This design comes from an exercise in tuning for small area, a short achievable clock period and few clock cycles per item on the open sky130 flow, not from production work.

Setup of before:
==> flow/design.v <==
`timescale 1ns / 1ps
`default_nettype none
package sule_pkg;
  localparam int DATA_W           = 32;
  localparam int REQ_W            = 2;
  localparam int STAT_W           = 2;
  localparam int OUT_W            = 6;
  localparam int DEFAULT_CAPACITY = 32;
  localparam logic [REQ_W-1:0] REQ_INSERT = 2'd0;
  localparam logic [REQ_W-1:0] REQ_REMOVE = 2'd1;
  localparam logic [REQ_W-1:0] REQ_SEARCH = 2'd2;
  localparam logic [STAT_W-1:0] ST_DONE    = 2'd0;
  localparam logic [STAT_W-1:0] ST_PRESENT = 2'd1;
  localparam logic [STAT_W-1:0] ST_ABSENT  = 2'd2;
  localparam logic [STAT_W-1:0] ST_FULL    = 2'd3;
endpackage
`default_nettype wire
`timescale 1ns / 1ps
`default_nettype none
module sule_ctrl #(
  parameter int CAPACITY = sule_pkg::DEFAULT_CAPACITY
) (
  input  wire logic                               clk,
  input  wire logic                               rst,
  input  wire logic                               req_valid,
  output logic                                    req_stall,
  input  wire logic [sule_pkg::REQ_W-1:0]         req_type,
  input  wire logic signed [sule_pkg::DATA_W-1:0] value,
  output logic                                    rsp_valid,
  input  wire logic                               rsp_stall,
  output logic [sule_pkg::STAT_W-1:0]             status,
  output logic [sule_pkg::OUT_W-1:0]              position,
  output logic [sule_pkg::OUT_W-1:0]              count,
  output logic signed [sule_pkg::DATA_W-1:0]      val,
  output logic                                    ins,
  output logic                                    rem,
  input  wire logic [CAPACITY-1:0]                lt,
  input  wire logic                               hit,
  input  wire logic                               full
);
  localparam int CW    = $clog2(CAPACITY + 1);
  localparam int NG    = CAPACITY / 8;    
  localparam int DEPTH = 5;               
  localparam int RW    = sule_pkg::STAT_W + 2 * sule_pkg::OUT_W;
  logic                       s0_v;
  logic [sule_pkg::REQ_W-1:0] s0_type;
  logic                       accept;
  assign accept = req_valid & ~req_stall;
  always_ff @(posedge clk) begin
    val     <= value;
    s0_type <= req_type;
    if (rst) begin
      s0_v <= 1'b0;
    end else begin
      s0_v <= accept;
    end
  end
  assign ins = s0_v & (s0_type == sule_pkg::REQ_INSERT);
  assign rem = s0_v & (s0_type == sule_pkg::REQ_REMOVE);
  logic                s1_v;
  logic                s1_ins, s1_rem;
  logic                s1_hit, s1_full;
  logic [CAPACITY-1:0] s1_lt;
  always_ff @(posedge clk) begin
    s1_ins  <= (s0_type == sule_pkg::REQ_INSERT);
    s1_rem  <= (s0_type == sule_pkg::REQ_REMOVE);
    s1_hit  <= hit;
    s1_full <= full;
    s1_lt   <= lt;
    if (rst) begin
      s1_v <= 1'b0;
    end else begin
      s1_v <= s0_v;
    end
  end
  logic [CW-1:0]               n_ent;    
  logic [CW-1:0]               n_next;
  logic                        ins_ok, rem_ok;
  logic [sule_pkg::STAT_W-1:0] st2;
  logic [3:0]                  pc2 [NG];
  assign ins_ok = s1_v & s1_ins & ~s1_hit & ~s1_full;
  assign rem_ok = s1_v & s1_rem & s1_hit;
  always_comb begin
    if (s1_ins) begin
      st2 = s1_hit  ? sule_pkg::ST_PRESENT :
            s1_full ? sule_pkg::ST_FULL    : sule_pkg::ST_DONE;
    end else begin
      st2 = s1_hit ? sule_pkg::ST_DONE : sule_pkg::ST_ABSENT;
    end
    n_next = n_ent;
    if (ins_ok) begin
      n_next = n_ent + CW'(1);
    end else if (rem_ok) begin
      n_next = n_ent - CW'(1);
    end
    for (int g = 0; g < NG; g++) begin
      pc2[g] = (4'(s1_lt[8*g])   + 4'(s1_lt[8*g+1]) + 4'(s1_lt[8*g+2])) +
               (4'(s1_lt[8*g+3]) + 4'(s1_lt[8*g+4]) + 4'(s1_lt[8*g+5])) +
               (4'(s1_lt[8*g+6]) + 4'(s1_lt[8*g+7]));
    end
  end
  always_ff @(posedge clk) begin
    if (rst) begin
      n_ent <= '0;
    end else begin
      n_ent <= n_next;
    end
  end
  logic                        s2_v;
  logic [sule_pkg::STAT_W-1:0] s2_st;
  logic [sule_pkg::OUT_W-1:0]  s2_cnt;
  logic [3:0]                  s2_pc [NG];
  always_ff @(posedge clk) begin
    s2_st  <= st2;
    s2_cnt <= sule_pkg::OUT_W'(n_next);
    for (int g = 0; g < NG; g++) begin
      s2_pc[g] <= pc2[g];
    end
    if (rst) begin
      s2_v <= 1'b0;
    end else begin
      s2_v <= s1_v;
    end
  end
  logic [5:0] pos3;
  always_comb begin
    pos3 = '0;
    for (int g = 0; g < NG; g++) begin
      pos3 = pos3 + 6'(s2_pc[g]);
    end
  end
  logic [RW-1:0]    q_d [DEPTH];
  logic [DEPTH-1:0] q_v;
  logic [RW-1:0]    push_d;
  logic             pop;
  logic [RW-1:0]    src_d [DEPTH];
  logic [DEPTH-1:0] src_v;
  logic [DEPTH-1:0] put;
  assign push_d = {s2_st, pos3, s2_cnt};
  assign pop    = q_v[0] & ~rsp_stall;
  always_comb begin
    for (int j = 0; j < DEPTH; j++) begin
      if (pop) begin
        src_v[j] = (j + 1 < DEPTH) ? q_v[(j+1)%DEPTH] : 1'b0;
        src_d[j] = q_d[(j+1)%DEPTH];
      end else begin
        src_v[j] = q_v[j];
        src_d[j] = q_d[j];
      end
    end
    for (int j = 0; j < DEPTH; j++) begin
      put[j] = s2_v & ~src_v[j] & ((j == 0) ? 1'b1 : src_v[(j+DEPTH-1)%DEPTH]);
    end
  end
  always_ff @(posedge clk) begin
    for (int j = 1; j < DEPTH; j++) begin
      q_d[j] <= put[j] ? push_d : src_d[j];
    end
    if (rst) begin
      q_d[0] <= '0;
      q_v    <= '0;
    end else begin
      q_d[0] <= put[0] ? push_d : src_d[0];
      q_v    <= src_v | put;
    end
  end
  assign rsp_valid = q_v[0];
  assign {status, position, count} = q_d[0];
  logic [DEPTH-1:0] inwork;
  logic             up, down;
  assign up        = accept & ~pop;
  assign down      = pop & ~accept;
  assign req_stall = inwork[DEPTH-1];
  always_ff @(posedge clk) begin
    if (rst) begin
      inwork <= '0;
    end else if (up) begin
      inwork <= {inwork[DEPTH-2:0], 1'b1};
    end else if (down) begin
      inwork <= {1'b0, inwork[DEPTH-1:1]};
    end
  end
endmodule
`default_nettype wire
`timescale 1ns / 1ps
`default_nettype none
module sule_dp #(
  parameter int CAPACITY = sule_pkg::DEFAULT_CAPACITY
) (
  input  wire logic                               clk,
  input  wire logic                               rst,
  input  wire logic signed [sule_pkg::DATA_W-1:0] val,    
  input  wire logic                               ins,    
  input  wire logic                               rem,    
  output logic [CAPACITY-1:0]                     lt,     
  output logic                                    hit,    
  output logic                                    full    
);
  localparam int AW = $clog2(CAPACITY);
  logic signed [sule_pkg::DATA_W-1:0] ent [CAPACITY];
  logic [CAPACITY-1:0]                vld;
  logic [CAPACITY-1:0]                vld_eff;
  logic [CAPACITY-1:0]                eq;
  logic [CAPACITY-1:0]                all_below;
  logic [CAPACITY-1:0]                free1;
  logic [AW-1:0]                      free_idx;
  logic [AW-1:0]                      hit_idx;
  logic [AW-1:0]                      kill_idx;   
  logic                               kill;       
  always_comb begin
    for (int i = 0; i < CAPACITY; i++) begin
      vld_eff[i] = vld[i] & ~(kill & (kill_idx == AW'(i)));
    end
    full = &vld_eff;
  end
  always_comb begin
    for (int i = 0; i < CAPACITY; i++) begin
      eq[i] = vld_eff[i] & (ent[i] == val);
      lt[i] = vld_eff[i] & (ent[i] < val);
    end
    hit = |eq;
    hit_idx = '0;
    for (int i = 0; i < CAPACITY; i++) begin
      hit_idx = hit_idx | ({AW{eq[i]}} & AW'(i));
    end
  end
  always_comb begin
    all_below[0] = 1'b1;
    for (int i = 1; i < CAPACITY; i++) begin
      all_below[i] = all_below[i-1] & vld_eff[i-1];
    end
    free1 = ~vld_eff & all_below;
    free_idx = '0;
    for (int i = 0; i < CAPACITY; i++) begin
      free_idx = free_idx | ({AW{free1[i]}} & AW'(i));
    end
  end
  always_ff @(posedge clk) begin
    for (int i = 0; i < CAPACITY; i++) begin
      if (free1[i]) begin
        ent[i] <= val;
      end
    end
  end
  always_ff @(posedge clk) begin
    kill_idx <= ins ? free_idx : hit_idx;
    if (rst) begin
      vld  <= '0;
      kill <= 1'b0;
    end else begin
      vld  <= vld_eff | ({CAPACITY{ins}} & free1);
      kill <= hit & ((ins & ~full) | rem);
    end
  end
endmodule
`default_nettype wire
`timescale 1ns / 1ps
`default_nettype none
module sorted_unique_list_engine #(
  parameter int CAPACITY = sule_pkg::DEFAULT_CAPACITY
) (
  input  wire logic                               clk,
  input  wire logic                               rst,
  input  wire logic                               req_valid,
  output logic                                    req_stall,
  input  wire logic [sule_pkg::REQ_W-1:0]         req_type,
  input  wire logic signed [sule_pkg::DATA_W-1:0] value,
  output logic                                    rsp_valid,
  input  wire logic                               rsp_stall,
  output logic [sule_pkg::STAT_W-1:0]             status,
  output logic [sule_pkg::OUT_W-1:0]              position,
  output logic [sule_pkg::OUT_W-1:0]              count
);
  logic signed [sule_pkg::DATA_W-1:0] val;
  logic                               ins, rem;
  logic [CAPACITY-1:0]                lt;
  logic                               hit;
  logic                               full;
  sule_ctrl #(
    .CAPACITY (CAPACITY)
  ) u_ctrl (
    .clk       (clk),
    .rst       (rst),
    .req_valid (req_valid),
    .req_stall (req_stall),
    .req_type  (req_type),
    .value     (value),
    .rsp_valid (rsp_valid),
    .rsp_stall (rsp_stall),
    .status    (status),
    .position  (position),
    .count     (count),
    .val       (val),
    .ins       (ins),
    .rem       (rem),
    .lt        (lt),
    .hit       (hit),
    .full      (full)
  );
  sule_dp #(
    .CAPACITY (CAPACITY)
  ) u_dp (
    .clk (clk),
    .rst (rst),
    .val (val),
    .ins (ins),
    .rem (rem),
    .lt  (lt),
    .hit (hit),
    .full (full)
  );
endmodule
`default_nettype wire
Settings: LEC_CHECK=0, ABC_AREA=1, CAP_MARGIN=20, CORE_MARGIN=2, CORE_UTILIZATION=60, SETUP_SLACK_MARGIN=5.0, SLEW_MARGIN=20; clock period 8.0 ns.
run.sh (not shown) runs the stock make flow with config.mk's settings and CLKGATE_MAP_FILE= SYNTH_SCRIPT=/design/flow/synth_recipe.tcl, a recipe that flattens the netlist after the stock synthesis.
diff inputs: before => after
--- a/flow/design.v
+++ b/flow/design.v
@@ -237,7 +237,7 @@
   end
   always_ff @(posedge clk) begin
     for (int i = 0; i < CAPACITY; i++) begin
-      if (free1[i]) begin
+      if (!vld_eff[i]) begin
         ent[i] <= val;
       end
     end
--- outcome ---
- after did not stop at any stage, and its layout met the timing, DRC and antenna checks.
- Utilization after layout for after: 1.3 points down relative to before
- Number of antenna violations at the first check in global routing was lower in after than in before.
- Of after and before, the lower mean post-synth cell area belongs to after.
- [compare] base=before new=after: final routed wirelength across all metal layers down 7.3%; TritonCTS buffer count shrank by about 1.5%; fmax went up by 0.45%.
Function was not checked in any run of this note: the RTL went through the layout flow alone.

==> separate check: timing with driven ports <==
The results above use ideal ports. As a check the final layouts listed here were re-extracted and re-timed, cells and wires unchanged. Step 1: set_driving_cell puts a clkbuf_16 on clk and a buf_2 on each other input, an assumption about the parent block. Step 2 times the ports against the registers' clock, not the clock port: input delays grow and output delays shrink by t, the midpoint of the rising clock arrivals with the driver on. a / b / c = no drivers / after step 1 / after step 2; a / b = the first two.
run	t, ns	slack for setup (ns)	worst hold slack (ns)	worst setup path after step 2	worst register clock-pin slew, ns
before	0.820	4.932 / 4.932 / 4.273	0.449 / 0.449 / 0.449	input to register	0.06 / 0.06
after	0.811	4.945 / 4.945 / 4.507	0.459 / 0.459 / 0.459	input to register	0.06 / 0.06
After both steps every run listed still meets setup and hold. The setup slack of before, which loses most, moves by 0.000 ns with the drivers and by -0.659 ns with both steps.
